Context: an optimization exercise on an open-source flow, tuned for small area, a short achievable clock period and few clock cycles per item. The choices shown serve that exercise and are no tape-out recipe.
In this exercise RTL edits were held to simulation tests only and were not proved equivalent to the original.
Power figures rest on the tool's default switching activity, not on a simulated workload.

==> build 50: inputs <==
// pimt_vec_mul
module pimt_vec_mul (
    input  logic           clk,
    input  logic           rst_n,
    input  logic           alphamulk_vld,
    output logic           alphamulk_rdy,
    input  logic [127:0]   alpha_mul_k,
    input  logic [127:0]   pi_m_i,
    output logic [127:0]   pimt_result,
    output logic [3:0]     pimt_sat,
    output logic           pimt_result_vld,
    input  logic           pimt_result_rdy,
    output logic [15:0]    sat_cnt
);
==> flow/config.mk <==
export PLATFORM = sky130hd
export DESIGN_NAME = pimt_vec_mul
export DESIGN_NICKNAME = pimt_vec_mul
export VERILOG_FILES = /design/flow/design.v
export SDC_FILE = /design/flow/constraint.sdc
export NUM_CORES = 4
export LEC_CHECK = 0
export ABC_CLOCK_PERIOD_IN_PS = 4000
export CAP_MARGIN = 20
export CORE_MARGIN = 2
export CORE_UTILIZATION = 55
export PLACE_DENSITY = 0.65
export SLEW_MARGIN = 20
==> flow/constraint.sdc <==
create_clock -name core_clock -period 11.0 [get_ports {clk}]
set_input_delay 2.2000 -clock core_clock [delete_from_list [all_inputs] [get_ports {clk}]]
set_output_delay 2.2000 -clock core_clock [all_outputs]
set_load 0.01 [all_outputs]
standard.sh (not shown) runs the stock make flow with config.mk's settings and CLKGATE_MAP_FILE= SYNTH_SCRIPT=/design/flow/synth_recipe.tcl, a recipe that flattens the netlist after the stock synthesis.
==> flow/flow/run.sh <==
#!/bin/bash
# Standard layout with two changes:
#  1. after the standard synthesis, flow/polarity.py removes the inverters
#     that Yosys leaves between full-adder cells (a full adder is self-dual,
#     so an adder can work on complemented signals instead); registers, ports
#     and all other cells are untouched;
#  2. the resizer's setup repair aims below the clock period
#     (SETUP_SLACK_MARGIN), so that the achieved period shrinks;
#  3. every port is still buffered, with a plain buf_2 as the port buffer
#     (BUFFER_PORTS_ARGS) instead of the delay cells buffer_ports picks.
# Each tool's output goes to a log file in this folder (ORFS's own per-step
# logs are under orfs/logs).
set -euo pipefail
WH=$(grep -o 'WORK_HOME=[^ ]*' standard.sh | head -1 | cut -d= -f2)
R=$WH/results/sky130hd/pimt_vec_mul/base
bash standard.sh "$R/1_2_yosys.v" > synth.log 2>&1
cp "$R/1_2_yosys.v" 1_2_yosys.orig.v
python3 flow/polarity.py 1_2_yosys.orig.v "$R/1_2_yosys.v" > polarity.log 2>&1
bash standard.sh SETUP_SLACK_MARGIN=${MARGIN:-7.2} \
    "BUFFER_PORTS_ARGS=-buffer_cell sky130_fd_sc_hd__buf_2" finish > standard_flow.log 2>&1
Other scripts of this flow, unchanged in this note and not shown: flow/flow/polarity.py
==> trial 9 (differences from build 50) <==
--- a/flow/flow/run.sh
+++ b/flow/flow/run.sh
@@ -1,3 +1,3 @@
 #!/bin/bash
-# Standard layout with two changes:
+# Standard layout with three changes:
 #  1. after the standard synthesis, flow/polarity.py removes the inverters
@@ -18,3 +18,3 @@
 python3 flow/polarity.py 1_2_yosys.orig.v "$R/1_2_yosys.v" > polarity.log 2>&1
-bash standard.sh SETUP_SLACK_MARGIN=${MARGIN:-7.2} \
+bash standard.sh SETUP_SLACK_MARGIN=${MARGIN:-6.8} \
     "BUFFER_PORTS_ARGS=-buffer_cell sky130_fd_sc_hd__buf_2" finish > standard_flow.log 2>&1
==> trial 77 (differences from build 50) <==
--- a/flow/flow/run.sh
+++ b/flow/flow/run.sh
@@ -7,5 +7,3 @@
 #  2. the resizer's setup repair aims below the clock period
-#     (SETUP_SLACK_MARGIN), so that the achieved period shrinks;
-#  3. every port is still buffered, with a plain buf_2 as the port buffer
-#     (BUFFER_PORTS_ARGS) instead of the delay cells buffer_ports picks.
+#     (SETUP_SLACK_MARGIN), so that the achieved period shrinks.
 # Each tool's output goes to a log file in this folder (ORFS's own per-step
@@ -18,3 +16,2 @@
 python3 flow/polarity.py 1_2_yosys.orig.v "$R/1_2_yosys.v" > polarity.log 2>&1
-bash standard.sh SETUP_SLACK_MARGIN=${MARGIN:-7.2} \
-    "BUFFER_PORTS_ARGS=-buffer_cell sky130_fd_sc_hd__buf_2" finish > standard_flow.log 2>&1
+bash standard.sh SETUP_SLACK_MARGIN=${MARGIN:-7.2} finish > standard_flow.log 2>&1
- CORE_UTILIZATION: 55 -> 45
- PLACE_DENSITY: 0.65 -> unset
==> results by group <==
STA
  – Final critical path time including I/O delays and setup: 4.00 ns

Clock tree
  – Clock insertion delay at the later pin of the skew report: 0.93 ns
  – Post-cts sizing count: 947

Place
  – Cell area after placement: 160000 um2
  – Place WS: 5.15 ns

Pwr
  – Post-route total power: 58.3 mW

Status
  – Outcome: no timing/DRC/antenna violations
Source of the figures above: trial 77

==> results by group <==
Place
  – Cell area after placement: 157000 um2

Pwr
  – Post-route total power: 56.1 mW

Clock tree
  – Clock insertion delay at the later pin of the skew report: 0.94 ns
  – Post-cts sizing count: 64

STA
  – Final critical path time including I/O delays and setup: 4.22 ns

Status
  – Outcome: no timing/DRC/antenna violations
Source of the figures above: trial 9

==> results by group <==
Clock tree
  – H-Tree Level Count: 4
  – Clock insertion delay at the later pin of the skew report: 0.95 ns

Place
  – Place WS: 6.16 ns
  – Cell area after placement: 157000 um2

Floorplanning
  – Die extent in y: 532 um

Pwr
  – Post-route total power: 58.1 mW

Status
  – Outcome: no timing/DRC/antenna violations

STA
  – Final critical path time including I/O delays and setup: 4.05 ns
Source of the figures above: build 50

Testbench counts of build 50, summed over its fixed seeds: cycles 8,016, items 8,000.
Testbench counts of trial 9, summed over its fixed seeds: cycles 8,016, items 8,000.
Testbench counts of trial 77, summed over its fixed seeds: cycles 8,016, items 8,000.


==> 12-16 <==
pimt_vec_mul again, from the RTL that the note above started with.
clock: 11.0 ns
lec_check: 0
abc_clock_period_in_ps: 4000
cap_margin: 20
core_margin: 2
core_utilization: 55
place_density: 0.65
slew_margin: 20
==> flow/flow/run.sh <==
#!/bin/bash
# Standard layout with two changes:
#  1. after the standard synthesis, flow/polarity.py removes the inverters
#     that Yosys leaves between full-adder cells (a full adder is self-dual,
#     so an adder can work on complemented signals instead); registers, ports
#     and all other cells are untouched;
#  2. the resizer's setup repair aims below the clock period
#     (SETUP_SLACK_MARGIN), so that the achieved period shrinks.
# Each tool's output goes to a log file in this folder (ORFS's own per-step
# logs are under orfs/logs).
set -euo pipefail
WH=$(grep -o 'WORK_HOME=[^ ]*' standard.sh | head -1 | cut -d= -f2)
R=$WH/results/sky130hd/pimt_vec_mul/base
bash standard.sh "$R/1_2_yosys.v" > synth.log 2>&1
cp "$R/1_2_yosys.v" 1_2_yosys.orig.v
python3 flow/polarity.py 1_2_yosys.orig.v "$R/1_2_yosys.v" > polarity.log 2>&1
bash standard.sh SETUP_SLACK_MARGIN=${MARGIN:-7.2} finish > standard_flow.log 2>&1
Other scripts of this flow, unchanged in this note and not shown: flow/flow/polarity.py
==> 07-01 (differences from 12-16) <==
==> flow/flow/run.sh (replaced) <==
#!/bin/bash
# Standard layout with three changes:
#  1. after the standard synthesis, flow/polarity.py removes the inverters
#     that Yosys leaves between full-adder cells (a full adder is self-dual,
#     so an adder can work on complemented signals instead); registers, ports
#     and all other cells are untouched;
#  2. the resizer's setup repair aims below the clock period
#     (SETUP_SLACK_MARGIN), so that the achieved period shrinks;
#  3. every port is still buffered, with a plain buf_2 as the port buffer
#     (BUFFER_PORTS_ARGS) instead of the delay cells buffer_ports picks.
# Each tool's output goes to a log file in this folder (ORFS's own per-step
# logs are under orfs/logs).
set -euo pipefail
WH=$(grep -o 'WORK_HOME=[^ ]*' standard.sh | head -1 | cut -d= -f2)
R=$WH/results/sky130hd/pimt_vec_mul/base
bash standard.sh "$R/1_2_yosys.v" > synth.log 2>&1
cp "$R/1_2_yosys.v" 1_2_yosys.orig.v
python3 flow/polarity.py 1_2_yosys.orig.v "$R/1_2_yosys.v" > polarity.log 2>&1
bash standard.sh SETUP_SLACK_MARGIN=${MARGIN:-7.2} \
    "BUFFER_PORTS_ARGS=-buffer_cell sky130_fd_sc_hd__buf_2" finish > standard_flow.log 2>&1
--- a/flow/config.mk
+++ b/flow/config.mk
@@ -8,6 +8,6 @@
 export ABC_CLOCK_PERIOD_IN_PS = 4000
 export CAP_MARGIN = 20
 export CORE_MARGIN = 2
-export CORE_UTILIZATION = 55
-export PLACE_DENSITY = 0.65
+export CORE_UTILIZATION = 62
+export PLACE_DENSITY = 0.72
 export SLEW_MARGIN = 20
==> comparison table <==
metric	07-01	12-16
Worst-path fanout max	32	6
Reg-to-reg slack, setup	7050 ps	7080 ps
Bufs on Longest Clock Path	3	4
Setup fix buffers added after clock tree synthesis	129	137
Leakage	63.9 nW	64.2 nW
Detailed-route wire length on metal 1	174 mm	186 mm
Worst slew margin relative to its limit	14.5%	26.6%
Reported clock group power	8.20 mW	8.50 mW
Net switching power figure	25.5 mW	25.2 mW
Setup skew after layout	56.0 ps	104 ps
Power density cells	335 nW/um^2	330 nW/um^2
Number of tap instances	3220	3705
Clk network pwr share	14.2%	14.7%
Status	finished clean	finished clean
Starting density of the core	62.4%	55.4%
Capturing instance or port of the critical path	g_lane[3].u_lane.r0_36_0	g_lane[2].u_lane.r0_36_0
Testbench counts of 12-16, summed over its fixed seeds: cycles 8,016, items 8,000.
Testbench counts of 07-01, summed over its fixed seeds: cycles 8,016, items 8,000.

[port drivers added, routing unchanged]
No port has a modelled driver above. Below, the same layouts with a new extraction and two added sets of constraints. Step 1: set_driving_cell puts a clkbuf_16 on clk and a buf_2 on each other input, an assumption about the parent block. Step 2 times the ports against the registers' clock, not the clock port: input delays grow and output delays shrink by t, the midpoint of the rising clock arrivals with the driver on. Three values: ideal ports, drivers, drivers and shift; two values: the first two.
| run | t (ns) | setup slack, ns | slew at the worst register clock pin (ns) | worst data-port slew with drivers (ns) | cell pins on the clock port's net |
|---|---|---|---|---|---|
| build 50 | 1.024 | 6.951 / 6.951 / 6.342 | 0.08 / 0.08 | 0.06 | 1 |
| trial 9 | 0.988 | 6.780 / 6.780 / 6.239 | 0.08 / 0.08 | 0.22 | 1 |
| trial 77 | 1.004 | 6.996 / 6.996 / 6.531 | 0.07 / 0.07 | 0.07 | 1 |
| 12-16 | 1.031 | 7.083 / 7.083 / 6.506 | 0.07 / 0.07 | 0.07 | 1 |
| 07-01 | 0.989 | 7.047 / 7.047 / 6.375 | 0.07 / 0.07 | 0.07 | 1 |
After both steps every run listed still meets setup and hold. The setup slack of 07-01, which loses most, moves by 0.000 ns with the drivers and by -0.672 ns with both steps.
